Background: an optimization exercise with open tools, aiming at a short achievable clock period and few clock cycles per item. Do not read the settings as production practice.
The RTL was checked by simulation tests, not by an equivalence proof against the original design.
Power and IR drop assume default switching activity.

==> design/flow/design.v <==
package sha1s_pkg;
   localparam int WORD_W  = 32;
   localparam int COUNT_W = 61;
   localparam logic [WORD_W-1:0] H0_INIT = 32'h67452301;
   localparam logic [WORD_W-1:0] H1_INIT = 32'hefcdab89;
   localparam logic [WORD_W-1:0] H2_INIT = 32'h98badcfe;
   localparam logic [WORD_W-1:0] H3_INIT = 32'h10325476;
   localparam logic [WORD_W-1:0] H4_INIT = 32'hc3d2e1f0;
   localparam logic [WORD_W-1:0] K_CH  = 32'h5a827999;
   localparam logic [WORD_W-1:0] K_P1  = 32'h6ed9eba1;
   localparam logic [WORD_W-1:0] K_MAJ = 32'h8f1bbcdc;
   localparam logic [WORD_W-1:0] K_P2  = 32'hca62c1d6;
   localparam logic [7:0] PAD_BYTE = 8'h80;
endpackage
import sha1s_pkg::*;
module sha1s_front (
   input  logic         clock,
   input  logic         reset,
   input  logic         head_valid,
   input  logic [7:0]   head_byte,
   input  logic         head_has,
   input  logic         head_last,
   output logic         pop,
   output logic [511:0] blk_words,
   output logic         blk_ready,
   output logic         blk_final,
   input  logic         blk_take
);
   typedef enum logic [1:0] {
      ST_DATA = 2'd0,
      ST_PAD1 = 2'd1,
      ST_PAD2 = 2'd2
   } front_state_type;
   front_state_type state_ff;
   logic [5:0]      pos_ff;       
   logic [54:0]     blocks_ff;    
   logic [7:0]      buf_ff [2][64];
   logic [1:0]      ready_ff, final_ff;
   logic            wsel_ff;      
   logic            rsel_ff;      
   logic            wr_ok, wr_byte, wr_pad, wr_len, blk_full, blk_done;
   logic [63:0]     len_bits;
   assign wr_ok    = !ready_ff[wsel_ff];
   assign pop      = (state_ff == ST_DATA) && wr_ok;
   assign wr_byte  = pop && head_valid && head_has;
   assign blk_full = wr_byte && (pos_ff == 6'd63);
   assign wr_pad   = (state_ff == ST_PAD1) && wr_ok;
   assign wr_len   = (wr_pad && (pos_ff < 6'd56)) || ((state_ff == ST_PAD2) && wr_ok);
   assign blk_done = blk_full || wr_pad || wr_len;
   assign len_bits = {blocks_ff, pos_ff, 3'b000};
   always_ff @(posedge clock) begin
      if (reset) begin
         state_ff  <= ST_DATA;
         pos_ff    <= '0;
         blocks_ff <= '0;
         ready_ff  <= '0;
         final_ff  <= '0;
         wsel_ff   <= 1'b0;
         rsel_ff   <= 1'b0;
      end else begin
         if (blk_take) begin
            ready_ff[rsel_ff] <= 1'b0;
            final_ff[rsel_ff] <= 1'b0;
            rsel_ff           <= !rsel_ff;
         end
         if (blk_done) begin
            ready_ff[wsel_ff] <= 1'b1;
            final_ff[wsel_ff] <= wr_len;
            wsel_ff           <= !wsel_ff;
         end
         unique case (state_ff)
            ST_DATA: begin
               if (pop && head_valid) begin
                  if (head_has) begin
                     pos_ff <= pos_ff + 1'b1;
                     if (blk_full) begin
                        blocks_ff <= blocks_ff + 1'b1;
                     end
                  end
                  if (head_last) begin
                     state_ff <= ST_PAD1;
                  end
               end
            end
            ST_PAD1: begin
               if (wr_ok) begin
                  state_ff <= wr_len ? ST_DATA : ST_PAD2;
               end
            end
            ST_PAD2: begin
               if (wr_ok) begin
                  state_ff <= ST_DATA;
               end
            end
            default: begin
               state_ff <= ST_DATA;
            end
         endcase
         if (wr_len) begin
            pos_ff    <= '0;
            blocks_ff <= '0;
         end
      end
   end
   always_ff @(posedge clock) begin
      for (int s = 0; s < 2; s++) begin
         for (int j = 0; j < 64; j++) begin
            if (reset || (blk_take && (rsel_ff == s))) begin
               buf_ff[s][j] <= 8'h00;
            end else if (wsel_ff == s) begin
               if (wr_byte && (pos_ff == j)) begin
                  buf_ff[s][j] <= head_byte;
               end else if (wr_pad && (pos_ff == j)) begin
                  buf_ff[s][j] <= PAD_BYTE;
               end else if (wr_len && (j >= 56)) begin
                  buf_ff[s][j] <= len_bits[8*(63-j) +: 8];
               end
            end
         end
      end
   end
   always_comb begin
      for (int j = 0; j < 64; j++) begin
         blk_words[8*(63-j) +: 8] = buf_ff[rsel_ff][j];
      end
   end
   assign blk_ready = ready_ff[rsel_ff];
   assign blk_final = final_ff[rsel_ff];
endmodule
import sha1s_pkg::*;
module sha1s_queue #(
   parameter int DEPTH = 4
) (
   input  logic       clock,
   input  logic       reset,
   input  logic       req_valid,
   output logic       req_stall,
   input  logic [7:0] req_data_byte,
   input  logic       req_has_byte,
   input  logic       req_last,
   input  logic       pop,
   output logic       head_valid,
   output logic [7:0] head_byte,
   output logic       head_has,
   output logic       head_last
);
   localparam int PTR_W = $clog2(DEPTH);
   localparam int CNT_W = $clog2(DEPTH + 1);
   localparam logic [CNT_W:0] STALL_AT = DEPTH;
   logic             in_v_ff, in_has_ff, in_last_ff;
   logic [7:0]       in_byte_ff;
   logic             stall_ff;
   logic [9:0]       entries_ff [DEPTH];
   logic [PTR_W-1:0] wr_ptr_ff, rd_ptr_ff;
   logic [CNT_W-1:0] fill_ff, fill_in;
   logic             push, do_pop;
   assign req_stall = stall_ff;
   assign push       = in_v_ff && (in_has_ff || in_last_ff);
   assign head_valid = (fill_ff != '0);
   assign do_pop     = pop && head_valid;
   assign {head_byte, head_has, head_last} = entries_ff[rd_ptr_ff];
   always_comb begin
      fill_in = fill_ff;
      if (push && !do_pop) begin
         fill_in = fill_ff + 1'b1;
      end else if (do_pop && !push) begin
         fill_in = fill_ff - 1'b1;
      end
   end
   always_ff @(posedge clock) begin
      in_byte_ff <= req_data_byte;
      in_has_ff  <= req_has_byte;
      in_last_ff <= req_last;
      if (push) begin
         entries_ff[wr_ptr_ff] <= {in_byte_ff, in_has_ff, in_last_ff};
      end
   end
   always_ff @(posedge clock) begin
      if (reset) begin
         in_v_ff   <= 1'b0;
         stall_ff  <= 1'b0;
         wr_ptr_ff <= '0;
         rd_ptr_ff <= '0;
         fill_ff   <= '0;
      end else begin
         in_v_ff  <= req_valid && !stall_ff;
         stall_ff <= ({1'b0, fill_in} + {{CNT_W{1'b0}}, !stall_ff}) >= STALL_AT;
         fill_ff  <= fill_in;
         if (push) begin
            wr_ptr_ff <= wr_ptr_ff + 1'b1;
         end
         if (do_pop) begin
            rd_ptr_ff <= rd_ptr_ff + 1'b1;
         end
      end
   end
endmodule
import sha1s_pkg::*;
module sha1s_core (
   input  logic         clock,
   input  logic         reset,
   input  logic [511:0] blk_words,
   input  logic         blk_ready,
   input  logic         blk_final,
   output logic         blk_take,
   output logic         rsp_valid,
   input  logic         rsp_stall,
   output logic [31:0]  rsp_digest_word_a,
   output logic [31:0]  rsp_digest_word_b,
   output logic [31:0]  rsp_digest_word_c,
   output logic [31:0]  rsp_digest_word_d,
   output logic [31:0]  rsp_digest_word_e
);
   function automatic logic [WORD_W-1:0] rotl1(input logic [WORD_W-1:0] v);
      rotl1 = {v[WORD_W-2:0], v[WORD_W-1]};
   endfunction
   function automatic logic [WORD_W-1:0] rotl5(input logic [WORD_W-1:0] v);
      rotl5 = {v[WORD_W-6:0], v[WORD_W-1:WORD_W-5]};
   endfunction
   function automatic logic [WORD_W-1:0] rotl30(input logic [WORD_W-1:0] v);
      rotl30 = {v[1:0], v[WORD_W-1:2]};
   endfunction
   function automatic logic [WORD_W-1:0] k_fn(input logic [6:0] r);
      if (r < 7'd20) begin
         k_fn = K_CH;
      end else if (r < 7'd40) begin
         k_fn = K_P1;
      end else if (r < 7'd60) begin
         k_fn = K_MAJ;
      end else begin
         k_fn = K_P2;
      end
   endfunction
   function automatic logic [2*WORD_W-1:0] f_split(input logic ch, input logic maj,
                                                   input logic [WORD_W-1:0] y,
                                                   input logic [WORD_W-1:0] z);
      if (ch) begin
         f_split = {y, z};
      end else if (maj) begin
         f_split = {y | z, y & z};
      end else begin
         f_split = {~(y ^ z), y ^ z};
      end
   endfunction
   localparam logic [WORD_W-1:0] Q_NEW =
      ((H1_INIT & H2_INIT) | (~H1_INIT & H3_INIT)) + H4_INIT + K_CH;
   localparam logic [WORD_W-1:0] P_NEW = H3_INIT + K_CH;
   logic [WORD_W-1:0] a_ff, b_ff, c_ff, d_ff;
   logic [WORD_W-1:0] q_ff, p_ff, kw_ff, f1_ff, f0_ff, y_ff;
   logic [WORD_W-1:0] h_ff   [5];
   logic [WORD_W-1:0] hk3_ff, hk4_ff;    
   logic [WORD_W-1:0] hw3_ff, hw4_ff;    
   logic [WORD_W-1:0] win_ff [16];       
   logic [WORD_W-1:0] dig_ff [5];
   logic [6:0]        rnd_ff;
   logic              r78_ff;            
   logic              last_ff;           
   logic              prep_ff;           
   logic              fin_ff;            
   logic              ch_ff, maj_ff;     
   logic              rsp_valid_ff;
   logic [WORD_W-1:0] blk_w [16];
   logic [WORD_W-1:0] t_val, q_next, p_next, kw_next, y_next, f_sel;
   logic [WORD_W-1:0] sum1, sum2, sum3, sum4;
   logic [2*WORD_W-1:0] f_pair, f_pair0;
   logic [6:0]        rnd_in, r4;
   logic              step, emit, take;
   always_comb begin
      for (int i = 0; i < 16; i++) begin
         blk_w[i] = blk_words[511 - 32*i -: 32];
      end
   end
   assign step = !prep_ff && (!r78_ff || fin_ff || blk_ready)
                          && (!last_ff || !fin_ff || !rsp_valid_ff);
   assign emit = !prep_ff && last_ff && fin_ff && !rsp_valid_ff;
   assign take = prep_ff && blk_ready;
   assign blk_take = take;
   always_comb begin
      for (int i = 0; i < WORD_W; i++) begin
         f_sel[i] = a_ff[i] ? f1_ff[i] : f0_ff[i];
      end
   end
   assign t_val   = rotl5(a_ff) + q_ff;
   assign q_next  = f_sel + p_ff;
   assign p_next  = c_ff + kw_ff;
   assign kw_next = y_ff + win_ff[3];
   assign f_pair  = f_split(ch_ff, maj_ff, rotl30(a_ff), rotl30(b_ff));
   assign sum1 = h_ff[1] + a_ff;
   assign sum2 = h_ff[2] + rotl30(b_ff);
   assign sum3 = h_ff[3] + c_ff;
   assign sum4 = h_ff[4] + d_ff;
   assign rnd_in = take ? 7'd0 : rnd_ff + 1'b1;
   assign r4     = rnd_in + 7'd3;
   assign y_next = (rnd_in == 7'd76) ? (h_ff[0] + K_P2) : k_fn(r4);
   assign f_pair0 = fin_ff ? f_split(1'b1, 1'b0, rotl30(H1_INIT), H2_INIT)
                           : f_split(1'b1, 1'b0, rotl30(b_ff), c_ff);
   always_ff @(posedge clock) begin
      if (reset) begin
         prep_ff      <= 1'b1;
         r78_ff       <= 1'b0;
         last_ff      <= 1'b0;
         fin_ff       <= 1'b1;
         rsp_valid_ff <= 1'b0;
      end else begin
         rsp_valid_ff <= emit || (rsp_valid_ff && rsp_stall);
         if (step) begin
            r78_ff  <= (rnd_ff == 7'd77);
            last_ff <= r78_ff;
            if (last_ff) begin
               prep_ff <= 1'b1;
            end
         end
         if (take) begin
            r78_ff  <= 1'b0;
            last_ff <= 1'b0;
            prep_ff <= 1'b0;
            fin_ff  <= blk_final;
         end
      end
   end
   always_ff @(posedge clock) begin
      hk3_ff <= h_ff[3] + K_CH;
      hk4_ff <= h_ff[4] + K_CH;
      if (step || take) begin
         rnd_ff <= rnd_in;
         ch_ff  <= (rnd_in + 7'd2 < 7'd20);
         maj_ff <= (rnd_in + 7'd2 >= 7'd40) && (rnd_in + 7'd2 < 7'd60);
         y_ff   <= y_next;
      end
      if (step) begin
         a_ff  <= t_val;
         kw_ff <= kw_next;
         {f1_ff, f0_ff} <= f_pair;
         for (int i = 0; i < 15; i++) begin
            win_ff[i] <= win_ff[i + 1];
         end
         win_ff[15] <= rotl1(win_ff[13] ^ win_ff[8] ^ win_ff[2] ^ win_ff[0]);
         if (r78_ff) begin
            hw3_ff <= hk3_ff + blk_w[1];
            hw4_ff <= hk4_ff + blk_w[0];
         end
         if (last_ff) begin
            b_ff <= sum1;
            c_ff <= sum2;
            d_ff <= sum3;
            q_ff <= hw4_ff + d_ff;    
            p_ff <= hw3_ff + c_ff;    
         end else begin
            b_ff <= a_ff;
            c_ff <= rotl30(b_ff);
            d_ff <= c_ff;
            q_ff <= q_next;
            p_ff <= p_next;
         end
      end
      if (take) begin
         for (int i = 0; i < 16; i++) begin
            win_ff[i] <= blk_w[i];
         end
         kw_ff <= K_CH + blk_w[2];
         {f1_ff, f0_ff} <= f_pair0;
         if (fin_ff) begin
            a_ff <= H0_INIT;
            b_ff <= H1_INIT;
            c_ff <= H2_INIT;
            d_ff <= H3_INIT;
            q_ff <= Q_NEW + blk_w[0];
            p_ff <= P_NEW + blk_w[1];
         end else begin
            q_ff <= (b_ff & c_ff | ~b_ff & d_ff) + q_ff;
         end
      end
   end
   always_ff @(posedge clock) begin
      if (reset || emit) begin
         h_ff[0] <= H0_INIT;
         h_ff[1] <= H1_INIT;
         h_ff[2] <= H2_INIT;
         h_ff[3] <= H3_INIT;
         h_ff[4] <= H4_INIT;
      end else if (step && last_ff) begin
         h_ff[0] <= t_val;
         h_ff[1] <= sum1;
         h_ff[2] <= sum2;
         h_ff[3] <= sum3;
         h_ff[4] <= sum4;
      end
   end
   always_ff @(posedge clock) begin
      if (emit) begin
         dig_ff[0] <= t_val;
         dig_ff[1] <= sum1;
         dig_ff[2] <= sum2;
         dig_ff[3] <= sum3;
         dig_ff[4] <= sum4;
      end
   end
   assign rsp_valid         = rsp_valid_ff;
   assign rsp_digest_word_a = dig_ff[0];
   assign rsp_digest_word_b = dig_ff[1];
   assign rsp_digest_word_c = dig_ff[2];
   assign rsp_digest_word_d = dig_ff[3];
   assign rsp_digest_word_e = dig_ff[4];
endmodule
import sha1s_pkg::*;
module sha1_stream_hasher #(
   parameter int QUEUE_DEPTH = 8
) (
   input  logic        clock,
   input  logic        reset,
   input  logic        req_valid,
   output logic        req_stall,
   input  logic [7:0]  req_data_byte,
   input  logic        req_has_byte,
   input  logic        req_last,
   output logic        rsp_valid,
   input  logic        rsp_stall,
   output logic [31:0] rsp_digest_word_a,
   output logic [31:0] rsp_digest_word_b,
   output logic [31:0] rsp_digest_word_c,
   output logic [31:0] rsp_digest_word_d,
   output logic [31:0] rsp_digest_word_e
);
   logic         pop, head_valid, head_has, head_last;
   logic [7:0]   head_byte;
   logic [511:0] blk_words;
   logic         blk_ready, blk_final, blk_take;
   sha1s_queue #(
      .DEPTH (QUEUE_DEPTH)
   ) u_queue (
      .clock         (clock),
      .reset         (reset),
      .req_valid     (req_valid),
      .req_stall     (req_stall),
      .req_data_byte (req_data_byte),
      .req_has_byte  (req_has_byte),
      .req_last      (req_last),
      .pop           (pop),
      .head_valid    (head_valid),
      .head_byte     (head_byte),
      .head_has      (head_has),
      .head_last     (head_last)
   );
   sha1s_front u_front (
      .clock      (clock),
      .reset      (reset),
      .head_valid (head_valid),
      .head_byte  (head_byte),
      .head_has   (head_has),
      .head_last  (head_last),
      .pop        (pop),
      .blk_words  (blk_words),
      .blk_ready  (blk_ready),
      .blk_final  (blk_final),
      .blk_take   (blk_take)
   );
   sha1s_core u_core (
      .clock             (clock),
      .reset             (reset),
      .blk_words         (blk_words),
      .blk_ready         (blk_ready),
      .blk_final         (blk_final),
      .blk_take          (blk_take),
      .rsp_valid         (rsp_valid),
      .rsp_stall         (rsp_stall),
      .rsp_digest_word_a (rsp_digest_word_a),
      .rsp_digest_word_b (rsp_digest_word_b),
      .rsp_digest_word_c (rsp_digest_word_c),
      .rsp_digest_word_d (rsp_digest_word_d),
      .rsp_digest_word_e (rsp_digest_word_e)
   );
endmodule
==> design/flow/run.sh <==
#!/bin/bash
# synth_recipe.tcl (not shown) runs the flow's synth.tcl, then flattens the netlist and writes it again
# the make line also repeats each setting of config.mk as NAME=value (left out here)
make -C /OpenROAD-flow-scripts/flow DESIGN_CONFIG=/design/flow/config.mk WORK_HOME=/design/flow/orfs CLKGATE_MAP_FILE= SYNTH_SCRIPT=/design/flow/synth_recipe.tcl finish
==> design/flow/config.mk <==
export PLATFORM = sky130hd
export DESIGN_NAME = sha1_stream_hasher
export DESIGN_NICKNAME = sha1_stream_hasher
export VERILOG_FILES = /design/flow/design.v
export SDC_FILE = /design/flow/constraint.sdc
export NUM_CORES = 4
export LEC_CHECK = 0
export ABC_CLOCK_PERIOD_IN_PS = 1500
export CAP_MARGIN = 20
export CORE_MARGIN = 2
export CORE_UTILIZATION = 40
export SETUP_SLACK_MARGIN = 5
export SLEW_MARGIN = 20
==> design/flow/constraint.sdc <==
create_clock -name core_clock -period 8.0 [get_ports {clock}]
set_input_delay 1.6000 -clock core_clock [delete_from_list [all_inputs] [get_ports {clock}]]
set_output_delay 1.6000 -clock core_clock [all_outputs]
set_load 0.01 [all_outputs]
==> results.py, run 1 <==
metrics = {
    "floorplan": {
        "die_y_um": 554,
        "fp-row-count": 201,
        "ioPinCount": 176,
        "initial_core_util_pct": 40.2,
        "dieArea_um2": 307000,
        "core_area_um2": 300000,
        "fp.dieW_um": 554,
    },
    "clock_tree": {
        "cts_max_path_buffers": 4,
        "clock-sinks": 2492,
        "h-tree-depth": 5,
        "cts_inserted_buffers": 280,
        "clkLatencyLatePin_ns": 0.94,
        "clockRootBuffer": "clkbuf_16",
        "hold_buffers": 0,
        "cts.clk_slew.worst_paths_ns": 0.06,
        "cts_tree": "built",
    },
    "global_route": {
        "grt_use_met2_pct": 45.3,
        "grt_pass1_wl_mm": 681,
        "grt_max_degree": 172,
        "grt_use_met3_pct": 5.61,
        "top_usage_layer": "met2",
        "grt_pass1_vias": 97438,
        "grtUsageMet1_pct": 39.5,
        "grt_use_total_pct": 29.7,
        "overflow": 0,
        "antenna_found_initial": 24,
    },
    "min_path": {
        "hold_class": "reg2reg",
    },
    "placed_design": {
        "dpl.hpwl_mm": 305,
        "finalWeightedCongestion": 0.975,
        "portBuffers": 175,
    },
    "drt": {
        "route.detailed.drc": 0,
        "ant_nets": 0,
        "wl_per_cell_um": 27.4,
        "vias": 107175,
        "dr.first_iter.drc_count": 15269,
        "dr.pass1.iters": 10,
        "vias_per_cell": 5.99,
        "wirelength_mm": 490,
    },
    "critical_path": {
        "start_kind": "register",
        "path_delay_family": "compound AO/OA/AOI/OAI gates",
        "end_kind": "register",
        "crit_slowest_cell": "dfxtp_1",
        "cp.arrival_ns": 4.36,
        "worst_ep_required_time_ns": 8.72,
        "crit_chain": "mux2_2 -> ha_1 -> a21o_1 -> a21o_1 -> a21oi_1 -> o21bai_1 -> a21oi_1 -> o2111a_2 -> o31ai_4 -> xnor2_2 -> a2111oi_2",
        "r2r_slack_ns": 4.36,
        "crit_fanout": 8,
        "path_buf_inv": 0,
        "crit_path_max_incr_delay_ns": 0.66,
        "crit_type": "reg2reg",
    },
    "timing": {
        "hold_violations": 0,
        "fin_setup_tns_ns": 0,
        "worst_slew_pin_slew_ns": 1.44,
        "finalCritPeriodShare_pct": 45.5,
        "period_needed_ns": 3.64,
        "setup_viol": 0,
        "slew-limit-headroom_pct": 3.85,
        "rsz0062_at_grt": "true",
        "clock.fmax_mhz": 275,
        "fin_skew_ns": 0.0811,
        "slew_viol_final": 0,
    },
    "synth": {
        "ys.flop_type": "dfxtp_1",
        "syn_nets": 13549,
        "synth-seq-cells": 2492,
        "synth-seq-area-share_pct": 49.4,
        "avgSynthCellArea_um2": 9.25,
        "synth_area_leaders": "dfxtp_1 (25%), edfxtp_1 (24%), a21oi_1 (6.1%), nor2_1 (5.7%), nand2_1 (5.0%)",
        "syn_area_um2": 121000,
        "synth-edff-count": 985,
        "syn_inst": 13066,
        "ys_warn_count": 120,
        "yosysTopAreaCell": "dfxtp_1",
        "synth.distinct_cells": 95,
        "synth_top_area_share_pct": 25.0,
        "async_flop_share_pct": 0,
    },
    "power_and_ir_drop": {
        "ir_drop_mv": 0.287,
        "leakage_nw": 57.0,
        "p_per_area_nw_per_um2": 439,
    },
    "run_status": {
        "outcome": "timing/DRC/antenna clean",
    },
    "layout": {
        "final_common_cell": "nor2_1",
        "final_cell_mix": "nor2_1 (1710), nand2_1 (1457), dfxtp_1 (1406)",
        "final_core_util_pct": 50.5,
        "drive_above_1_share_pct": 20.9,
        "layout.nets": 14153,
        "synthToLayoutAreaGrowth_pct": 25.5,
    },
    "run": {
        "cap_viol_max_count": 0,
    },
}
==> per-stage QoR <==
| stage | total power [W] | hold WS (ns) | setup slack [ns] | cells | instance area [µm²] |
|---|---|---|---|---|---|
| 6_report | 0.0666 | 0.447 | 4.36 | 17881 | 152000 |
| 5_1_grt | 0.0687 | 0.459 | 4.31 | 17865 | 152000 |
| 4_1_cts | 0.0620 | 0.444 | 4.45 | 17600 | 146000 |
| 3_5_place_dp | 0.0440 | 0.446 | 2.81 | 16666 | 127000 |
| 3_3_place_gp | 0.0440 | 0.442 | 2.85 | 16666 | 127000 |
| 2_1_floorplan | 0.0342 | 0.409 | 1.15 | 13066 | 122000 |
==> registers in the layout (all words and copies together), names as in the netlist, 55 cells and up, named ones only <==
register,flops
u_front.buf_ff,1024
u_core.win_ff,512
u_core.dig_ff,160
u_core.h_ff,160
u_queue.entries_ff,80
u_front.blocks_ff,55
==> logic make-up after synthesis <==
kind of cell | synth area share, %
adders and majority gates | 4.94
AOI/OAI and AO/OA | 18.9
DFF | 49.4
xor gates and xnor gates | 4.54
muxes | 3.24
and+or+nand+nor | 14.6
buffers and inverters | 4.39
==> where the power goes <==
group | switching [W] | internal (W)
combinational | 0.0202 | 0.0131
clock | 0.00566 | 0.00764
sequential | 0.00269 | 0.0173
==> what timing repair did <==
action,4_1_cts,5_1_grt
pin swaps,359,394
gates cloned,41,34
resized for setup,2029,662
setup buffers,375,230
setup endpoints to repair,3291,1640
==> layout make-up <==
class	instances	area [µm²]
fill	27062	149000
multi-input combinational	9208	64400
sequential	2492	60000
timing repair buffer	1030	10500
clock buffer	396	8070
tap	3958	4950
inverter	658	2490
clock inverter	122	1310
antenna	17	42.5
==> synthesized netlist by cell type (12+ instances only) <==
master / count
or3_1: 42
a22oi_1: 102
dfxtp_1: 1507
o21ai_0: 487
o22ai_1: 12
nand4_1: 33
and4_1: 15
nor2b_1: 101
a222oi_1: 385
a31oi_1: 79
xor2_1: 182
clkbuf_1: 613
fa_1: 12
buf_1: 60
nor3_1: 101
a21boi_0: 17
and2_1: 45
a2111oi_0: 13
o21bai_1: 54
o31ai_1: 30
o21a_1: 78
nand2_1: 1594
nand3b_1: 17
a211o_1: 20
or2_2: 31
and3_1: 79
ha_1: 457
mux2_2: 129
mux2i_1: 199
nand2b_1: 76
nor4_1: 15
a21oi_1: 1470
xnor2_1: 445
nor2_1: 1826
a21o_1: 175
mux4_2: 20
buf_2: 47
a311oi_1: 13
o211ai_1: 90
o31a_1: 14
nand3_1: 167
edfxtp_1: 985
inv_1: 657
a211oi_1: 348
nor3b_1: 15
==> routing by layer <==
layer  wire length (µm)  part of all wire (%)
met5                161                 0.033
met4              34000                   6.9
met3              51800                    11
met2             213000                    44
met1             191000                    39
==> path summary, 6_finish.rpt <==
| path | endpoint | from | depth (start not counted) |
|---|---|---|---|
| hold reg to reg | u_core.hk3_ff[0] | u_core.h_ff[3][0] | 1 |
| setup reg to reg | u_core.q_ff[30] | u_core.a_ff[19] | 11 |
| setup / recovery | u_core.q_ff[30] | u_core.a_ff[19] | 11 |
| hold / removal | u_core.hk3_ff[0] | u_core.h_ff[3][0] | 1 |
Testbench counts, summed over its fixed seeds: cycles 161,202, bytes 118,990.
==> run 2: changes to the inputs <==
--- a/design/flow/design.v
+++ b/design/flow/design.v
@@ -250,34 +250,41 @@
    logic [WORD_W-1:0] h_ff   [5];
    logic [WORD_W-1:0] hk3_ff, hk4_ff;    
    logic [WORD_W-1:0] hw3_ff, hw4_ff;    
+   logic [WORD_W-1:0] yh_ff, kwh_ff, ph_ff, qh_ff;
+   logic [WORD_W-1:0] nb_ff, nc_ff, nd_ff, nq_ff, np_ff;
    logic [WORD_W-1:0] win_ff [16];       
+   logic [WORD_W-1:0] bw_ff  [3];
+   logic              rdy_ff;
    logic [WORD_W-1:0] dig_ff [5];
    logic [6:0]        rnd_ff;
-   logic              r78_ff;            
+   logic              r77_ff;            
    logic              last_ff;           
    logic              prep_ff;           
    logic              fin_ff;            
    logic              ch_ff, maj_ff;     
    logic              rsp_valid_ff;
    logic [WORD_W-1:0] blk_w [16];
-   logic [WORD_W-1:0] t_val, q_next, p_next, kw_next, y_next, f_sel;
-   logic [WORD_W-1:0] sum1, sum2, sum3, sum4;
-   logic [2*WORD_W-1:0] f_pair, f_pair0;
+   logic [WORD_W-1:0] t_val, q_next, p_next, kw_next, y_next, f_sel, nf_sel;
+   logic [WORD_W-1:0] sum4;
+   logic [2*WORD_W-1:0] f_pair;
    logic [6:0]        rnd_in, r4;
-   logic              step, emit, take;
+   logic              step, step_last, emit, take, take_cont, take_new;
    always_comb begin
       for (int i = 0; i < 16; i++) begin
          blk_w[i] = blk_words[511 - 32*i -: 32];
       end
    end
-   assign step = !prep_ff && (!r78_ff || fin_ff || blk_ready)
-                          && (!last_ff || !fin_ff || !rsp_valid_ff);
-   assign emit = !prep_ff && last_ff && fin_ff && !rsp_valid_ff;
-   assign take = prep_ff && blk_ready;
-   assign blk_take = take;
+   assign step      = !prep_ff && !last_ff && (!r77_ff || fin_ff || rdy_ff);
+   assign step_last = last_ff && (fin_ff ? !rsp_valid_ff : rdy_ff);
+   assign emit      = step_last && fin_ff;
+   assign take      = (step_last || prep_ff) && rdy_ff;
+   assign take_cont = take && !fin_ff;
+   assign take_new  = take && fin_ff;
+   assign blk_take  = take;
    always_comb begin
       for (int i = 0; i < WORD_W; i++) begin
-         f_sel[i] = a_ff[i] ? f1_ff[i] : f0_ff[i];
+         f_sel[i]  = a_ff[i] ? f1_ff[i] : f0_ff[i];
+         nf_sel[i] = nb_ff[i] ? nc_ff[i] : nd_ff[i];
       end
    end
    assign t_val   = rotl5(a_ff) + q_ff;
@@ -285,33 +292,31 @@
    assign p_next  = c_ff + kw_ff;
    assign kw_next = y_ff + win_ff[3];
    assign f_pair  = f_split(ch_ff, maj_ff, rotl30(a_ff), rotl30(b_ff));
-   assign sum1 = h_ff[1] + a_ff;
-   assign sum2 = h_ff[2] + rotl30(b_ff);
-   assign sum3 = h_ff[3] + c_ff;
-   assign sum4 = h_ff[4] + d_ff;
+   assign sum4    = h_ff[4] + d_ff;
    assign rnd_in = take ? 7'd0 : rnd_ff + 1'b1;
    assign r4     = rnd_in + 7'd3;
    assign y_next = (rnd_in == 7'd76) ? (h_ff[0] + K_P2) : k_fn(r4);
-   assign f_pair0 = fin_ff ? f_split(1'b1, 1'b0, rotl30(H1_INIT), H2_INIT)
-                           : f_split(1'b1, 1'b0, rotl30(b_ff), c_ff);
    always_ff @(posedge clock) begin
       if (reset) begin
          prep_ff      <= 1'b1;
-         r78_ff       <= 1'b0;
+         rdy_ff       <= 1'b0;
+         r77_ff       <= 1'b0;
          last_ff      <= 1'b0;
          fin_ff       <= 1'b1;
          rsp_valid_ff <= 1'b0;
       end else begin
          rsp_valid_ff <= emit || (rsp_valid_ff && rsp_stall);
+         rdy_ff       <= blk_ready && !take;
          if (step) begin
-            r78_ff  <= (rnd_ff == 7'd77);
-            last_ff <= r78_ff;
-            if (last_ff) begin
-               prep_ff <= 1'b1;
-            end
+            r77_ff  <= (rnd_ff == 7'd76);
+            last_ff <= (rnd_ff == 7'd78);
+         end
+         if (step_last && !rdy_ff) begin
+            last_ff <= 1'b0;
+            prep_ff <= 1'b1;
          end
          if (take) begin
-            r78_ff  <= 1'b0;
+            r77_ff  <= 1'b0;
             last_ff <= 1'b0;
             prep_ff <= 1'b0;
             fin_ff  <= blk_final;
@@ -319,6 +324,9 @@
       end
    end
    always_ff @(posedge clock) begin
+      for (int i = 0; i < 3; i++) begin
+         bw_ff[i] <= blk_w[i];
+      end
       hk3_ff <= h_ff[3] + K_CH;
       hk4_ff <= h_ff[4] + K_CH;
       if (step || take) begin
@@ -329,45 +337,52 @@
       end
       if (step) begin
          a_ff  <= t_val;
+         b_ff  <= a_ff;
+         c_ff  <= rotl30(b_ff);
+         d_ff  <= c_ff;
+         q_ff  <= q_next;
+         p_ff  <= p_next;
          kw_ff <= kw_next;
          {f1_ff, f0_ff} <= f_pair;
          for (int i = 0; i < 15; i++) begin
             win_ff[i] <= win_ff[i + 1];
          end
          win_ff[15] <= rotl1(win_ff[13] ^ win_ff[8] ^ win_ff[2] ^ win_ff[0]);
-         if (r78_ff) begin
-            hw3_ff <= hk3_ff + blk_w[1];
-            hw4_ff <= hk4_ff + blk_w[0];
-         end
-         if (last_ff) begin
-            b_ff <= sum1;
-            c_ff <= sum2;
-            d_ff <= sum3;
-            q_ff <= hw4_ff + d_ff;    
-            p_ff <= hw3_ff + c_ff;    
-         end else begin
-            b_ff <= a_ff;
-            c_ff <= rotl30(b_ff);
-            d_ff <= c_ff;
-            q_ff <= q_next;
-            p_ff <= p_next;
-         end
+         yh_ff  <= h_ff[1] + K_P2;
+         kwh_ff <= yh_ff + win_ff[3];
+         ph_ff  <= c_ff + kwh_ff;
+         qh_ff  <= f_sel + ph_ff;
+         if (r77_ff) begin
+            hw3_ff <= hk3_ff + bw_ff[1];
+            hw4_ff <= hk4_ff + bw_ff[0];
+         end
+         nb_ff <= rotl5(a_ff) + qh_ff;
+         nc_ff <= h_ff[2] + rotl30(a_ff);
+         nd_ff <= h_ff[3] + rotl30(b_ff);
+         nq_ff <= hw4_ff + c_ff;
+         np_ff <= hw3_ff + rotl30(b_ff);
       end
       if (take) begin
          for (int i = 0; i < 16; i++) begin
             win_ff[i] <= blk_w[i];
          end
-         kw_ff <= K_CH + blk_w[2];
-         {f1_ff, f0_ff} <= f_pair0;
-         if (fin_ff) begin
+         kw_ff <= K_CH + bw_ff[2];
+         if (take_new) begin
             a_ff <= H0_INIT;
             b_ff <= H1_INIT;
             c_ff <= H2_INIT;
             d_ff <= H3_INIT;
-            q_ff <= Q_NEW + blk_w[0];
-            p_ff <= P_NEW + blk_w[1];
+            q_ff <= Q_NEW + bw_ff[0];
+            p_ff <= P_NEW + bw_ff[1];
+            {f1_ff, f0_ff} <= f_split(1'b1, 1'b0, rotl30(H1_INIT), H2_INIT);
          end else begin
-            q_ff <= (b_ff & c_ff | ~b_ff & d_ff) + q_ff;
+            a_ff <= t_val;
+            b_ff <= nb_ff;
+            c_ff <= nc_ff;
+            d_ff <= nd_ff;
+            q_ff <= nf_sel + nq_ff;
+            p_ff <= np_ff;
+            {f1_ff, f0_ff} <= f_split(1'b1, 1'b0, rotl30(nb_ff), nc_ff);
          end
       end
    end
@@ -378,20 +393,20 @@
          h_ff[2] <= H2_INIT;
          h_ff[3] <= H3_INIT;
          h_ff[4] <= H4_INIT;
-      end else if (step && last_ff) begin
+      end else if (take_cont) begin
          h_ff[0] <= t_val;
-         h_ff[1] <= sum1;
-         h_ff[2] <= sum2;
-         h_ff[3] <= sum3;
+         h_ff[1] <= nb_ff;
+         h_ff[2] <= nc_ff;
+         h_ff[3] <= nd_ff;
          h_ff[4] <= sum4;
       end
    end
    always_ff @(posedge clock) begin
       if (emit) begin
          dig_ff[0] <= t_val;
-         dig_ff[1] <= sum1;
-         dig_ff[2] <= sum2;
-         dig_ff[3] <= sum3;
+         dig_ff[1] <= nb_ff;
+         dig_ff[2] <= nc_ff;
+         dig_ff[3] <= nd_ff;
          dig_ff[4] <= sum4;
       end
    end
--- a/design/flow/config.mk
+++ b/design/flow/config.mk
@@ -5,7 +5,6 @@
 export SDC_FILE = /design/flow/constraint.sdc
 export NUM_CORES = 4
 export LEC_CHECK = 0
-export ABC_CLOCK_PERIOD_IN_PS = 1500
 export CAP_MARGIN = 20
 export CORE_MARGIN = 2
 export CORE_UTILIZATION = 40
==> results.py, run 2 <==
metrics = {
    "synth": {
        "async_flop_share_pct": 0,
        "synth-edff-count": 1433,
        "synth-seq-area-share_pct": 52.3,
        "synth_compound_area_share_pct": 14.7,
        "syn_inst": 14170,
        "synthMuxAreaShare_pct": 5.25,
        "synth-simple-area-share_pct": 14.4,
        "yosys.cell_count.top_type": "nor2_1",
        "synth-seq-cells": 2877,
        "syn_nets": 14783,
        "synth.distinct_cells": 106,
        "ys_warn_count": 121,
        "yosysTopAreaCell": "edfxtp_1",
        "synth_fa_ha_area_share_pct": 5.55,
        "synth-xor-area-share_pct": 4.99,
        "yosys-top-cells-count": "nor2_1 (2472), a21oi_1 (1555), nand2_1 (1471)",
        "ys.flop_type": "dfxtp_1",
        "synth_top_family_by_area": "compound AO/OA/AOI/OAI gates",
        "syn_area_um2": 137000,
        "avgSynthCellArea_um2": 9.70,
        "synth_area_leaders": "edfxtp_1 (31%), dfxtp_1 (21%), nor2_1 (6.7%), a21oi_1 (5.7%), ha_1 (5.3%)",
        "synth_top_area_share_pct": 31.3,
    },
    "power_and_ir_drop": {
        "p_per_area_nw_per_um2": 334,
        "leakage_nw": 61.1,
        "ir_drop_mv": 0.223,
    },
    "timing": {
        "period_needed_ns": 4.15,
        "fin_setup_tns_ns": 0,
        "clock.fmax_mhz": 241,
        "setup_viol": 0,
        "finalCritPeriodShare_pct": 51.8,
        "slew-limit-headroom_pct": 26.9,
        "layout_setup_ws_ns": 3.85,
        "whs_ns": 0.442,
        "hold_violations": 0,
        "rsz0062_at_grt": "true",
        "worst_slew_pin_slew_ns": 1.10,
        "slew_viol_final": 0,
        "fin_skew_ns": 0.0631,
    },
    "run": {
        "cap_viol_max_count": 0,
    },
    "critical_path": {
        "path_delay_family": "compound AO/OA/AOI/OAI gates",
        "crit_type": "reg2reg",
        "worst_ep_required_time_ns": 8.66,
        "path_buf_inv": 0,
        "timing.rr.end": "u_core.q_ff[30]",
        "crit_slowest_cell": "edfxtp_1",
        "crit_path_frequent_cell": "a21o_1",
        "end_kind": "register",
        "crit_start": "u_core.nd_ff[7]",
        "worst-path-stages": 14,
        "crit-reg2reg-launch": "u_core.nd_ff[7]",
        "crit_end": "u_core.q_ff[30]",
        "crit_fanout": 5,
        "cp.arrival_ns": 4.81,
        "r2r_slack_ns": 3.85,
        "crit_path_max_incr_delay_ns": 0.50,
        "start_kind": "register",
        "reg2reg_depth": 14,
        "crit_chain": "mux2_4 -> ha_4 -> a21oi_2 -> o21ai_2 -> a221o_1 -> a21oi_4 -> a31oi_4 -> a211o_1 -> a21o_1 -> a311o_2 -> a21o_1 -> a41oi_2 -> xnor2_1 -> a222oi_1",
    },
    "global_route": {
        "grt_use_total_pct": 25.1,
        "grt_max_degree": 168,
        "grt_pass1_wl_mm": 661,
        "grt_use_met3_pct": 3.38,
        "overflow": 0,
        "grt_pass1_vias": 101467,
        "grtUsageMet1_pct": 35.0,
        "top_usage_layer": "met2",
        "grt_use_met2_pct": 39.5,
        "antenna_found_initial": 15,
    },
    "placed_design": {
        "dpl_cell_area_um2": 144000,
        "dp_slack_ns": 2.76,
        "finalWeightedCongestion": 0.955,
        "portBuffers": 175,
        "dpl.hpwl_mm": 301,
    },
    "layout": {
        "drive_above_1_share_pct": 18.6,
        "final_common_cell": "nor2_1",
        "largest_reg_flops": 1024,
        "final_cell_mix": "nor2_1 (2383), edfxtp_1 (1433), dfxtp_1 (1390)",
        "largestRegisters": "u_front.buf_ff: 1024 flops, u_core.win_ff: 512 flops",
        "design_area_um2": 167000,
        "top_register": "u_front.buf_ff",
        "synthToLayoutAreaGrowth_pct": 21.1,
        "layout.nets": 15341,
    },
    "drt": {
        "route.detailed.drc": 0,
        "wirelength_mm": 460,
        "vias_per_cell": 5.59,
        "vias": 109234,
        "dr.pass1.iters": 8,
        "dr.first_iter.drc_count": 11126,
        "wl_per_cell_um": 23.5,
        "ant_nets": 0,
    },
    "clock_tree": {
        "cts_max_path_buffers": 4,
        "cts_inserted_buffers": 316,
        "clkLatencyLatePin_ns": 0.91,
        "cts.clk_slew.worst_paths_ns": 0.06,
        "clockRootBuffer": "clkbuf_16",
        "clock-sinks": 2877,
        "cts_tree": "built",
        "h-tree-depth": 5,
    },
    "floorplan": {
        "dieArea_um2": 348000,
        "ioPinCount": 176,
        "fp-row-count": 215,
        "die_y_um": 590,
        "fp.dieW_um": 590,
        "core_area_um2": 342000,
        "initial_core_util_pct": 40.2,
    },
    "run_status": {
        "outcome": "timing/DRC/antenna clean",
    },
    "min_path": {
        "hold_class": "reg2reg",
    },
}
[run 2: cell types whose count changed in the layout (fill, tap and decap cells not counted), moves of 327 or more]
cell	before	now
mux2i_1	146	473
inv_1	630	239
nor2_1	1710	2383
o21ai_0	359	736
a222oi_1	385	1
edfxtp_1	985	1433
[run 2: final cells by class]
type	count	area, µm²
Fill cell	30989	176000
Sequential cell	2877	72100
Multi-Input combinational cell	10312	68900
Clock buffer	449	9120
Timing Repair Buffer	951	8440
Tap cell	4557	5700
Clock inverter	125	1240
Inverter	270	1040
Antenna cell	6	15.0
[run 2: worst min path at each step]
| stage | slack [ns] | start | endpoint | depth (start not counted) |
|---|---|---|---|---|
| finish | 0.44 | u_core.h_ff[1][0] | u_core.yh_ff[0] | 0 |
| global route | 0.46 | u_core.h_ff[1][0] | u_core.yh_ff[0] | 0 |
| CTS | 0.44 | u_core.h_ff[1][0] | u_core.yh_ff[0] | 0 |
| detailed placement | 0.42 | u_core.h_ff[1][0] | u_core.yh_ff[0] | 0 |
| global placement | 0.41 | u_core.h_ff[1][0] | u_core.yh_ff[0] | 0 |
| floorplan | 0.41 | u_core.h_ff[1][0] | u_core.yh_ff[0] | 0 |
[run 2: timing repair]
item	CTS	global route
setup buffers	419	212
endpoints found under the setup margin	3007	1762
hold buffers	0	0
pin swaps	502	442
gates cloned	12	6
gates resized for setup	1978	497
[run 2: metrics by stage]
| step | utilization, % | cells | power (W) |
|---|---|---|---|
| final | 48.6 | 19547 | 0.0557 |
| after global routing | 48.6 | 19543 | 0.0578 |
| after CTS | 47.5 | 19323 | 0.0538 |
| after detailed placement | 41.9 | 18318 | 0.0357 |
| after global placement | 41.9 | 18317 | 0.0356 |
| after floorplan | - | 14170 | 0.0303 |
[run 2: logic make-up after synthesis]
group,count (synthesis)
adder cells (fa/ha/maj),600
multiplexers,675
buffers and inverters,989
AND/OR/NAND/NOR,4758
AO/OA/AOI/OAI,3488
XOR/XNOR,783
flip-flops,2877
[run 2: report_power, final]
part | switching [W] | total, W | internal, W
registers | 0.00129 | 0.0199 | 0.0186
logic | 0.0127 | 0.0210 | 0.00824
clock network | 0.00620 | 0.0148 | 0.00862
[run 2: worst reg2reg max path, stage by stage (launching register included)]
cell	delay (ns)
edfxtp_1	0.50
mux2_4	0.36
ha_4	0.26
a21oi_2	0.16
o21ai_2	0.10
a221o_1	0.40
a21oi_4	0.21
a31oi_4	0.13
a211o_1	0.30
a21o_1	0.22
a311o_2	0.41
a21o_1	0.20
a41oi_2	0.22
xnor2_1	0.09
a222oi_1	0.36
[run 2: per-layer routing]
| metal | part of all wire [%] | vias up |
|---|---|---|
| met5 | 0.0094 | - |
| met4 | 4.3 | 6 |
| met3 | 7.9 | 844 |
| met2 | 45 | 4265 |
| met1 | 43 | 53196 |
| li1 | - | 50923 |
Testbench counts of run 2, summed over its fixed seeds: cycles 159,234, bytes 118,990.
==> run 3: changes to the inputs <==
--- a/design/flow/design.v
+++ b/design/flow/design.v
@@ -251,20 +251,22 @@
    logic [WORD_W-1:0] hk3_ff, hk4_ff;    
    logic [WORD_W-1:0] hw3_ff, hw4_ff;    
    logic [WORD_W-1:0] yh_ff, kwh_ff, ph_ff, qh_ff;
-   logic [WORD_W-1:0] nb_ff, nc_ff, nd_ff, nq_ff, np_ff;
+   logic [WORD_W-1:0] s_ff, nc_ff, nd_ff, np_ff;
    logic [WORD_W-1:0] win_ff [16];       
    logic [WORD_W-1:0] bw_ff  [3];
    logic              rdy_ff;
    logic [WORD_W-1:0] dig_ff [5];
    logic [6:0]        rnd_ff;
    logic              r77_ff;            
+   logic              r78_ff;            
    logic              last_ff;           
    logic              prep_ff;           
    logic              fin_ff;            
    logic              ch_ff, maj_ff;     
    logic              rsp_valid_ff;
    logic [WORD_W-1:0] blk_w [16];
-   logic [WORD_W-1:0] t_val, q_next, p_next, kw_next, y_next, f_sel, nf_sel;
+   logic [WORD_W-1:0] t_val, q_next, p_next, kw_next, y_next, f_sel;
+   logic [WORD_W-1:0] nc_next, nd_next;
    logic [WORD_W-1:0] sum4;
    logic [2*WORD_W-1:0] f_pair;
    logic [6:0]        rnd_in, r4;
@@ -283,12 +285,13 @@
    assign blk_take  = take;
    always_comb begin
       for (int i = 0; i < WORD_W; i++) begin
-         f_sel[i]  = a_ff[i] ? f1_ff[i] : f0_ff[i];
-         nf_sel[i] = nb_ff[i] ? nc_ff[i] : nd_ff[i];
+         f_sel[i] = s_ff[i] ? f1_ff[i] : f0_ff[i];
       end
    end
    assign t_val   = rotl5(a_ff) + q_ff;
    assign q_next  = f_sel + p_ff;
+   assign nc_next = h_ff[2] + rotl30(a_ff);
+   assign nd_next = h_ff[3] + rotl30(b_ff);
    assign p_next  = c_ff + kw_ff;
    assign kw_next = y_ff + win_ff[3];
    assign f_pair  = f_split(ch_ff, maj_ff, rotl30(a_ff), rotl30(b_ff));
@@ -301,6 +304,7 @@
          prep_ff      <= 1'b1;
          rdy_ff       <= 1'b0;
          r77_ff       <= 1'b0;
+         r78_ff       <= 1'b0;
          last_ff      <= 1'b0;
          fin_ff       <= 1'b1;
          rsp_valid_ff <= 1'b0;
@@ -309,6 +313,7 @@
          rdy_ff       <= blk_ready && !take;
          if (step) begin
             r77_ff  <= (rnd_ff == 7'd76);
+            r78_ff  <= (rnd_ff == 7'd77);
             last_ff <= (rnd_ff == 7'd78);
          end
          if (step_last && !rdy_ff) begin
@@ -317,6 +322,7 @@
          end
          if (take) begin
             r77_ff  <= 1'b0;
+            r78_ff  <= 1'b0;
             last_ff <= 1'b0;
             prep_ff <= 1'b0;
             fin_ff  <= blk_final;
@@ -337,13 +343,18 @@
       end
       if (step) begin
          a_ff  <= t_val;
+         s_ff  <= rotl5(a_ff) + (r78_ff ? qh_ff : q_ff);
          b_ff  <= a_ff;
          c_ff  <= rotl30(b_ff);
          d_ff  <= c_ff;
-         q_ff  <= q_next;
-         p_ff  <= p_next;
          kw_ff <= kw_next;
-         {f1_ff, f0_ff} <= f_pair;
+         if (r78_ff) begin
+            {f1_ff, f0_ff} <= {nc_next, nd_next};
+            p_ff <= hw4_ff + c_ff;
+         end else begin
+            {f1_ff, f0_ff} <= f_pair;
+            p_ff <= p_next;
+         end
          for (int i = 0; i < 15; i++) begin
             win_ff[i] <= win_ff[i + 1];
          end
@@ -356,12 +367,15 @@
             hw3_ff <= hk3_ff + bw_ff[1];
             hw4_ff <= hk4_ff + bw_ff[0];
          end
-         nb_ff <= rotl5(a_ff) + qh_ff;
-         nc_ff <= h_ff[2] + rotl30(a_ff);
-         nd_ff <= h_ff[3] + rotl30(b_ff);
-         nq_ff <= hw4_ff + c_ff;
+         nc_ff <= nc_next;
+         nd_ff <= nd_next;
          np_ff <= hw3_ff + rotl30(b_ff);
       end
+      if (step || take_cont) begin
+         q_ff <= q_next;
+      end else if (take_new) begin
+         q_ff <= Q_NEW + bw_ff[0];
+      end
       if (take) begin
          for (int i = 0; i < 16; i++) begin
             win_ff[i] <= blk_w[i];
@@ -369,20 +383,20 @@
          kw_ff <= K_CH + bw_ff[2];
          if (take_new) begin
             a_ff <= H0_INIT;
+            s_ff <= H0_INIT;
             b_ff <= H1_INIT;
             c_ff <= H2_INIT;
             d_ff <= H3_INIT;
-            q_ff <= Q_NEW + bw_ff[0];
             p_ff <= P_NEW + bw_ff[1];
             {f1_ff, f0_ff} <= f_split(1'b1, 1'b0, rotl30(H1_INIT), H2_INIT);
          end else begin
             a_ff <= t_val;
-            b_ff <= nb_ff;
+            s_ff <= t_val;
+            b_ff <= s_ff;
             c_ff <= nc_ff;
             d_ff <= nd_ff;
-            q_ff <= nf_sel + nq_ff;
             p_ff <= np_ff;
-            {f1_ff, f0_ff} <= f_split(1'b1, 1'b0, rotl30(nb_ff), nc_ff);
+            {f1_ff, f0_ff} <= f_split(1'b1, 1'b0, rotl30(s_ff), nc_ff);
          end
       end
    end
@@ -395,7 +409,7 @@
          h_ff[4] <= H4_INIT;
       end else if (take_cont) begin
          h_ff[0] <= t_val;
-         h_ff[1] <= nb_ff;
+         h_ff[1] <= s_ff;
          h_ff[2] <= nc_ff;
          h_ff[3] <= nd_ff;
          h_ff[4] <= sum4;
@@ -404,7 +418,7 @@
    always_ff @(posedge clock) begin
       if (emit) begin
          dig_ff[0] <= t_val;
-         dig_ff[1] <= nb_ff;
+         dig_ff[1] <= s_ff;
          dig_ff[2] <= nc_ff;
          dig_ff[3] <= nd_ff;
          dig_ff[4] <= sum4;
==> results.py, run 3 <==
metrics = {
    "run_status": {
        "outcome": "timing/DRC/antenna clean",
    },
    "drt": {
        "vias": 107593,
        "dr.first_iter.drc_count": 10095,
        "vias_per_cell": 5.59,
        "route.detailed.drc": 0,
        "wl_per_cell_um": 24.1,
        "dr.pass1.iters": 6,
        "wirelength_mm": 463,
        "ant_nets": 0,
    },
    "power_and_ir_drop": {
        "seq_power_share_pct": 36.1,
        "combPwrFrac_pct": 36.1,
        "power_frac_clock_pct": 27.8,
        "internal_power_w": 0.0343,
        "leakage_nw": 60.9,
        "swShare_pct": 35.6,
        "power_switching_w": 0.0190,
        "p_per_area_nw_per_um2": 321,
        "ir_drop_mv": 0.221,
    },
    "layout": {
        "synthToLayoutAreaGrowth_pct": 22.8,
        "design_area_um2": 166000,
        "fin_cells": 19248,
        "fillers": 30310,
        "drive_above_1_share_pct": 19.9,
        "final_common_cell": "nor2_1",
        "largestRegisters": "u_front.buf_ff: 1024 flops, u_core.win_ff: 512 flops",
        "final_cell_mix": "nor2_1 (2271), edfxtp_1 (1401), dfxtp_1 (1386)",
        "top_register": "u_front.buf_ff",
        "final_core_util_pct": 49.3,
        "largest_reg_flops": 1024,
        "layout.nets": 15008,
    },
    "timing": {
        "setup_viol": 0,
        "fin_setup_tns_ns": 0,
        "finalCritPeriodShare_pct": 46.6,
        "worst_slew_pin_slew_ns": 1.06,
        "clock.fmax_mhz": 268,
        "slew-limit-headroom_pct": 28.1,
        "hold_violations": 0,
        "rsz0062_at_grt": "true",
        "period_needed_ns": 3.73,
        "slew_viol_final": 0,
        "whs_ns": 0.446,
        "fin_skew_ns": 0.0600,
    },
    "clock_tree": {
        "cts_inserted_buffers": 317,
        "cts_tree": "built",
        "clockRootBuffer": "clkbuf_16",
        "clock-sinks": 2846,
        "hold_buffers": 0,
        "cts.clk_slew.worst_paths_ns": 0.06,
        "h-tree-depth": 5,
        "cts_max_path_buffers": 4,
        "clkLatencyLatePin_ns": 0.95,
    },
    "floorplan": {
        "die_y_um": 585,
        "dieArea_um2": 343000,
        "core_area_um2": 337000,
        "fp-row-count": 213,
        "initial_core_util_pct": 40.2,
        "ioPinCount": 176,
        "fp.dieW_um": 585,
    },
    "synth": {
        "avgSynthCellArea_um2": 9.72,
        "ys.flop_type": "dfxtp_1",
        "synth_area_leaders": "edfxtp_1 (31%), dfxtp_1 (21%), nor2_1 (6.6%), a21oi_1 (5.5%), ha_1 (4.8%)",
        "syn_nets": 14453,
        "synth_top_area_share_pct": 31.1,
        "yosys-top-cells-count": "nor2_1 (2386), a21oi_1 (1486), dfxtp_1 (1445)",
        "synth-edff-count": 1401,
        "syn_area_um2": 135000,
        "ys_warn_count": 121,
        "async_flop_share_pct": 0,
        "synth-seq-area-share_pct": 52.5,
        "yosys.cell_count.top_type": "nor2_1",
        "synth-seq-cells": 2846,
        "synth.distinct_cells": 102,
        "syn_inst": 13903,
        "yosysTopAreaCell": "edfxtp_1",
    },
    "critical_path": {
        "start_kind": "register",
        "reg2reg_depth": 14,
        "crit_path_max_incr_delay_ns": 0.45,
        "cp.arrival_ns": 4.40,
        "crit_fanout": 2,
        "end_kind": "register",
        "crit_path_frequent_cell": "o21a_1",
        "worst_ep_required_time_ns": 8.67,
        "crit_type": "reg2reg",
        "r2r_slack_ns": 4.27,
        "crit-reg2reg-launch": "u_core.s_ff[1]",
        "timing.rr.end": "u_core.qh_ff[31]",
        "crit_chain": "mux2i_4 -> inv_2 -> ha_4 -> a211oi_2 -> nor2_2 -> o31ai_2 -> o211ai_1 -> a211o_1 -> nand4_1 -> a311oi_2 -> o21a_1 -> o21a_1 -> o41ai_2 -> xnor2_1",
        "crit_slowest_cell": "a211o_1",
    },
    "placed_design": {
        "dpl.hpwl_mm": 296,
        "placed_cells": 17968,
        "finalWeightedCongestion": 0.928,
        "portBuffers": 175,
        "dpl_cell_area_um2": 141000,
    },
    "global_route": {
        "overflow": 0,
        "grt_pass1_vias": 99970,
        "antenna_found_initial": 7,
        "grt_max_degree": 138,
        "grt_use_total_pct": 25.8,
        "grt_pass1_wl_mm": 664,
    },
    "min_path": {
        "holdPathStages": 0,
        "hold_class": "reg2reg",
        "min_from": "u_core.nc_ff[4]",
        "holdPathEnd": "u_core.dig_ff[2][4]",
    },
    "run": {
        "cap_viol_max_count": 0,
    },
}
## run 3: layout make-up
cell class | instances | area (µm²) | share of cell area [%]
clock inverters | 125 | 1210 | 0.731
clock buffers | 460 | 9180 | 5.53
diodes | 9 | 22.5 | 0.0136
well taps | 4515 | 5650 | 3.40
inverters | 250 | 951 | 0.573
flip-flops and latches | 2846 | 71100 | 42.9
repair buffers | 980 | 9840 | 5.93
multi-input cells | 10063 | 68000 | 41.0
## run 3: critical path: cells and delay by family (launching register included)
family	cells	cell delay (ns)
and+or+nand+nor	2	0.29
DFF	1	0.44
buffers and inverters	1	0.10
muxes	1	0.32
xor gates and xnor gates	1	0.09
adders and majority gates	1	0.23
AOI/OAI and AO/OA	8	2.02
## run 3: routing by layer
layer  share of wire, %  up-vias  track usage (%)
met1                 43    52440             35.6
met3                7.3      867             3.03
met4                4.9        6             11.0
met2                 45     4163             41.0
li1                   -    50117                -
met5             0.0097        -                0
## run 3: worst max-delay path by stage
stage,slack (ns),to,from,depth (start not counted)
6_report,4.27,u_core.qh_ff[31],u_core.s_ff[1],14
5_1_grt,4.22,u_core.s_ff[29],u_core.a_ff[28],15
4_1_cts,4.31,u_core.qh_ff[31],u_core.s_ff[1],14
3_5_place_dp,2.85,u_core.p_ff[26],u_core.r78_ff,16
3_3_place_gp,2.82,u_core.p_ff[26],u_core.r78_ff,16
2_1_floorplan,2.71,u_core.hw3_ff[0],u_core.fin_ff,6
## run 3: repair_timing
item | CTS | global route
gates cloned | 26 | 7
resized for setup | 2092 | 664
buffers inserted | 426 | 226
hold endpoints to repair | 0 | 0
endpoints found under the setup margin | 3601 | 1543
pin swaps | 521 | 482
## run 3: power by group through the flow
| stage | clock network, W | registers [W] | logic, W |
|---|---|---|---|
| 6_report | 0.0148 | 0.0192 | 0.0192 |
| 3_3_place_gp | 0 | 0.0196 | 0.0138 |
| 2_1_floorplan | 0 | 0.0191 | 0.00962 |
| 4_1_cts | 0.0150 | 0.0192 | 0.0173 |
| 5_1_grt | 0.0155 | 0.0193 | 0.0204 |
| 3_5_place_dp | 0 | 0.0196 | 0.0139 |
## run 3: logic make-up after synthesis
logic type / share of synthesized area (%)
compound gates: 14.9
xor+xnor: 4.62
buf+inv: 2.93
flops: 52.5
simple gates: 14.3
mux: 5.63
fa+ha+maj: 5.05
## run 3: metrics by stage
stage	total power (W)	setup WS, ns
after global placement	0.0334	2.82
after floorplan	0.0287	2.71
after CTS	0.0515	4.31
after global routing	0.0553	4.22
final	0.0533	4.27
after detailed placement	0.0335	2.85
Testbench counts of run 3, summed over its fixed seeds: cycles 159,234, bytes 118,990.
==> run 4: changes to the inputs <==
--- a/design/flow/config.mk
+++ b/design/flow/config.mk
@@ -8,5 +8,6 @@
 export CAP_MARGIN = 20
 export CORE_MARGIN = 2
 export CORE_UTILIZATION = 40
+export PLACE_DENSITY = 0.72
 export SETUP_SLACK_MARGIN = 5
 export SLEW_MARGIN = 20
==> results.py, run 4 <==
metrics = {
    "run_status": {
        "outcome": "timing/DRC/antenna clean",
    },
    "floorplan": {
        "fp-row-count": 213,
        "core_area_um2": 337000,
        "dieArea_um2": 343000,
        "initial_core_util_pct": 40.2,
        "fp.dieW_um": 585,
        "die_y_um": 585,
        "ioPinCount": 176,
    },
    "synth": {
        "synth.distinct_cells": 102,
        "syn_inst": 13903,
        "avgSynthCellArea_um2": 9.72,
        "syn_area_um2": 135000,
        "async_flop_share_pct": 0,
        "ys.flop_type": "dfxtp_1",
        "synth-edff-count": 1401,
        "syn_nets": 14453,
        "synth-seq-area-share_pct": 52.5,
        "synth_top_area_share_pct": 31.1,
        "synth_area_leaders": "edfxtp_1 (31%), dfxtp_1 (21%), nor2_1 (6.6%), a21oi_1 (5.5%), ha_1 (4.8%)",
        "yosysTopAreaCell": "edfxtp_1",
        "yosys-top-cells-count": "nor2_1 (2386), a21oi_1 (1486), dfxtp_1 (1445)",
        "synth-seq-cells": 2846,
        "yosys.cell_count.top_type": "nor2_1",
        "ys_warn_count": 121,
    },
    "clock_tree": {
        "clockRootBuffer": "clkbuf_16",
        "h-tree-depth": 5,
        "cts_inserted_buffers": 303,
        "cts_tree": "built",
        "cts.clk_slew.worst_paths_ns": 0.06,
        "hold_buffers": 0,
        "cts_max_path_buffers": 4,
        "clkLatencyLatePin_ns": 0.95,
        "clock-sinks": 2846,
    },
    "power_and_ir_drop": {
        "p_per_area_nw_per_um2": 320,
        "leakage_nw": 60.1,
        "ir_drop_mv": 0.306,
        "total_power_w": 0.0527,
    },
    "critical_path": {
        "cp.arrival_ns": 4.48,
        "crit_fanout": 3,
        "path_buf_inv": 2,
        "r2r_slack_ns": 4.16,
        "crit_path_frequent_cell": "o21a_1",
        "crit_start": "u_core.s_ff[1]",
        "crit_slowest_cell": "edfxtp_1",
        "start_kind": "register",
        "worst_ep_required_time_ns": 8.64,
        "end_kind": "register",
        "crit_path_max_incr_delay_ns": 0.45,
        "crit_chain": "mux2i_4 -> inv_2 -> ha_4 -> a211oi_4 -> nor2_4 -> o31ai_4 -> o211ai_1 -> buf_4 -> a211o_1 -> nand4_1 -> a311oi_2 -> o21a_1 -> o21a_1 -> o41ai_2 -> xnor2_1",
        "path_delay_family": "compound AO/OA/AOI/OAI gates",
        "crit-reg2reg-launch": "u_core.s_ff[1]",
        "crit_type": "reg2reg",
    },
    "drt": {
        "vias": 110605,
        "dr.pass1.iters": 10,
        "vias_per_cell": 5.76,
        "ant_nets": 0,
        "wirelength_mm": 448,
        "route.detailed.drc": 0,
        "wl_per_cell_um": 23.3,
        "dr.first_iter.drc_count": 13655,
    },
    "timing": {
        "clock.fmax_mhz": 260,
        "period_needed_ns": 3.84,
        "finalCritPeriodShare_pct": 48.1,
        "worst_slew_pin_slew_ns": 1.19,
        "fin_setup_tns_ns": 0,
        "rsz0062_at_grt": "true",
        "fin_skew_ns": 0.0735,
        "slew-limit-headroom_pct": 19.1,
        "setup_viol": 0,
        "slew_viol_final": 0,
        "hold_violations": 0,
    },
    "global_route": {
        "overflow": 0,
        "grt_max_degree": 156,
        "grt_pass1_vias": 102464,
        "grt_use_total_pct": 24.5,
        "grt_pass1_wl_mm": 642,
        "antenna_found_initial": 7,
    },
    "placed_design": {
        "dpl.hpwl_mm": 282,
        "portBuffers": 175,
        "finalWeightedCongestion": 0.970,
    },
    "run": {
        "cap_viol_max_count": 0,
    },
    "layout": {
        "top_register": "u_front.buf_ff",
        "final_common_cell": "nor2_1",
        "layout.nets": 14987,
        "largest_reg_flops": 1024,
        "synthToLayoutAreaGrowth_pct": 21.8,
        "drive_above_1_share_pct": 19.3,
        "final_cell_mix": "nor2_1 (2305), edfxtp_1 (1401), dfxtp_1 (1387)",
        "largestRegisters": "u_front.buf_ff: 1024 flops, u_core.win_ff: 512 flops",
    },
    "min_path": {
        "hold_class": "reg2reg",
        "min_from": "u_queue.stall_ff",
    },
}
-- run 4: cell counts after synthesis --
Identical to the previous run, type by type.
-- run 4: report_power, final --
group	total [W]	switching, W	internal, W	leakage, nW
Combinational	0.0193	0.0116	0.00766	30.9
Sequential	0.0192	0.00114	0.0181	24.3
Clock	0.0142	0.00610	0.00810	4.85
Total	0.0527	0.0189	0.0339	60.0
-- run 4: layer usage --
metal	track usage (%)	routed length, µm
met3	3.73	46500
met5	0	0
met2	38.4	200000
met4	11.6	24100
met1	33.4	178000
-- run 4: what timing repair did --
item,in CTS,in global routing
resized for setup,1920,732
setup buffers,405,245
cloned,19,12
pin swaps,463,443
setup endpoints to repair,3148,1852
-- run 4: through the flow --
stage	instances	hold WS, ns	area, µm²	setup WS, ns	util, %
finish	19207	0.449	165000	4.16	48.9
global route	19203	0.467	165000	4.17	48.9
CTS	18944	0.449	159000	4.31	47.3
detailed placement	17966	0.444	141000	2.90	41.9
global placement	17966	0.433	141000	2.88	41.9
floorplan	13903	0.409	135000	2.71	-
-- run 4: cell type report --
| cell class | instances | area, µm² |
|---|---|---|
| Tap cell | 4515 | 5650 |
| Clock inverter | 118 | 1170 |
| Sequential cell | 2846 | 71100 |
| Clock buffer | 436 | 8760 |
| Antenna cell | 6 | 15.0 |
| Timing Repair Buffer | 972 | 9300 |
| Multi-Input combinational cell | 10064 | 67600 |
| Fill cell | 29221 | 172000 |
| Inverter | 250 | 968 |
-- run 4: cell families (layout without fill, tap and decap cells) --
logic type | count (synthesis) | count (layout) | synth area share, %
buffers and inverters | 1004 | 1776 | 2.93
multiplexers | 709 | 709 | 5.63
AO/OA/AOI/OAI | 3444 | 3446 | 14.9
adder cells (fa/ha/maj) | 537 | 537 | 5.05
flip-flops | 2846 | 2846 | 52.5
other | 0 | 6 | 0
AND/OR/NAND/NOR | 4650 | 4659 | 14.3
XOR/XNOR | 713 | 713 | 4.62
-- run 4: final timing paths --
path | endpoint | cells past startpoint
worst max register to register | u_core.qh_ff[31] | 15
worst min register to register | u_queue.in_v_ff | 1
worst max-delay path | u_core.qh_ff[31] | 15
worst min-delay path | u_queue.in_v_ff | 1

## what the ideal ports hide
In the flow no input, the clock included, has a driving cell. The finished layouts below were timed again as built, in two steps. Step 1, drivers: a clkbuf_16 drives clock and a buf_2 each remaining input, both assumed. Step 2 moves the port delays by t, midway between the first and last clock arrival at a register: inputs arrive t later, outputs are due t later. That takes back most of the time a late clock gives input paths. Three values: no drivers, after step 1, after step 2; two values: the first two.
| run | shift t [ns] | setup WS [ns] | clock arrival spread, ns | slew at the worst register clock pin (ns) | worst data-port slew with drivers (ns) |
|---|---|---|---|---|---|
| run 1 | 1.003 | 4.358 / 4.358 / 4.127 | 0.083 / 0.084 | 0.07 / 0.07 | 0.09 |
| run 2 | 0.978 | 3.853 / 3.853 / 3.853 | 0.074 / 0.074 | 0.07 / 0.07 | 0.03 |
| run 3 | 1.014 | 4.273 / 4.273 / 4.180 | 0.072 / 0.072 | 0.07 / 0.07 | 0.11 |
| run 4 | 1.020 | 4.156 / 4.156 / 4.093 | 0.076 / 0.076 | 0.07 / 0.07 | 0.04 |
After both steps setup and hold are still met in every run listed. The setup slack of run 1, which loses most, moves by 0.000 ns with the drivers and by -0.231 ns with both steps.
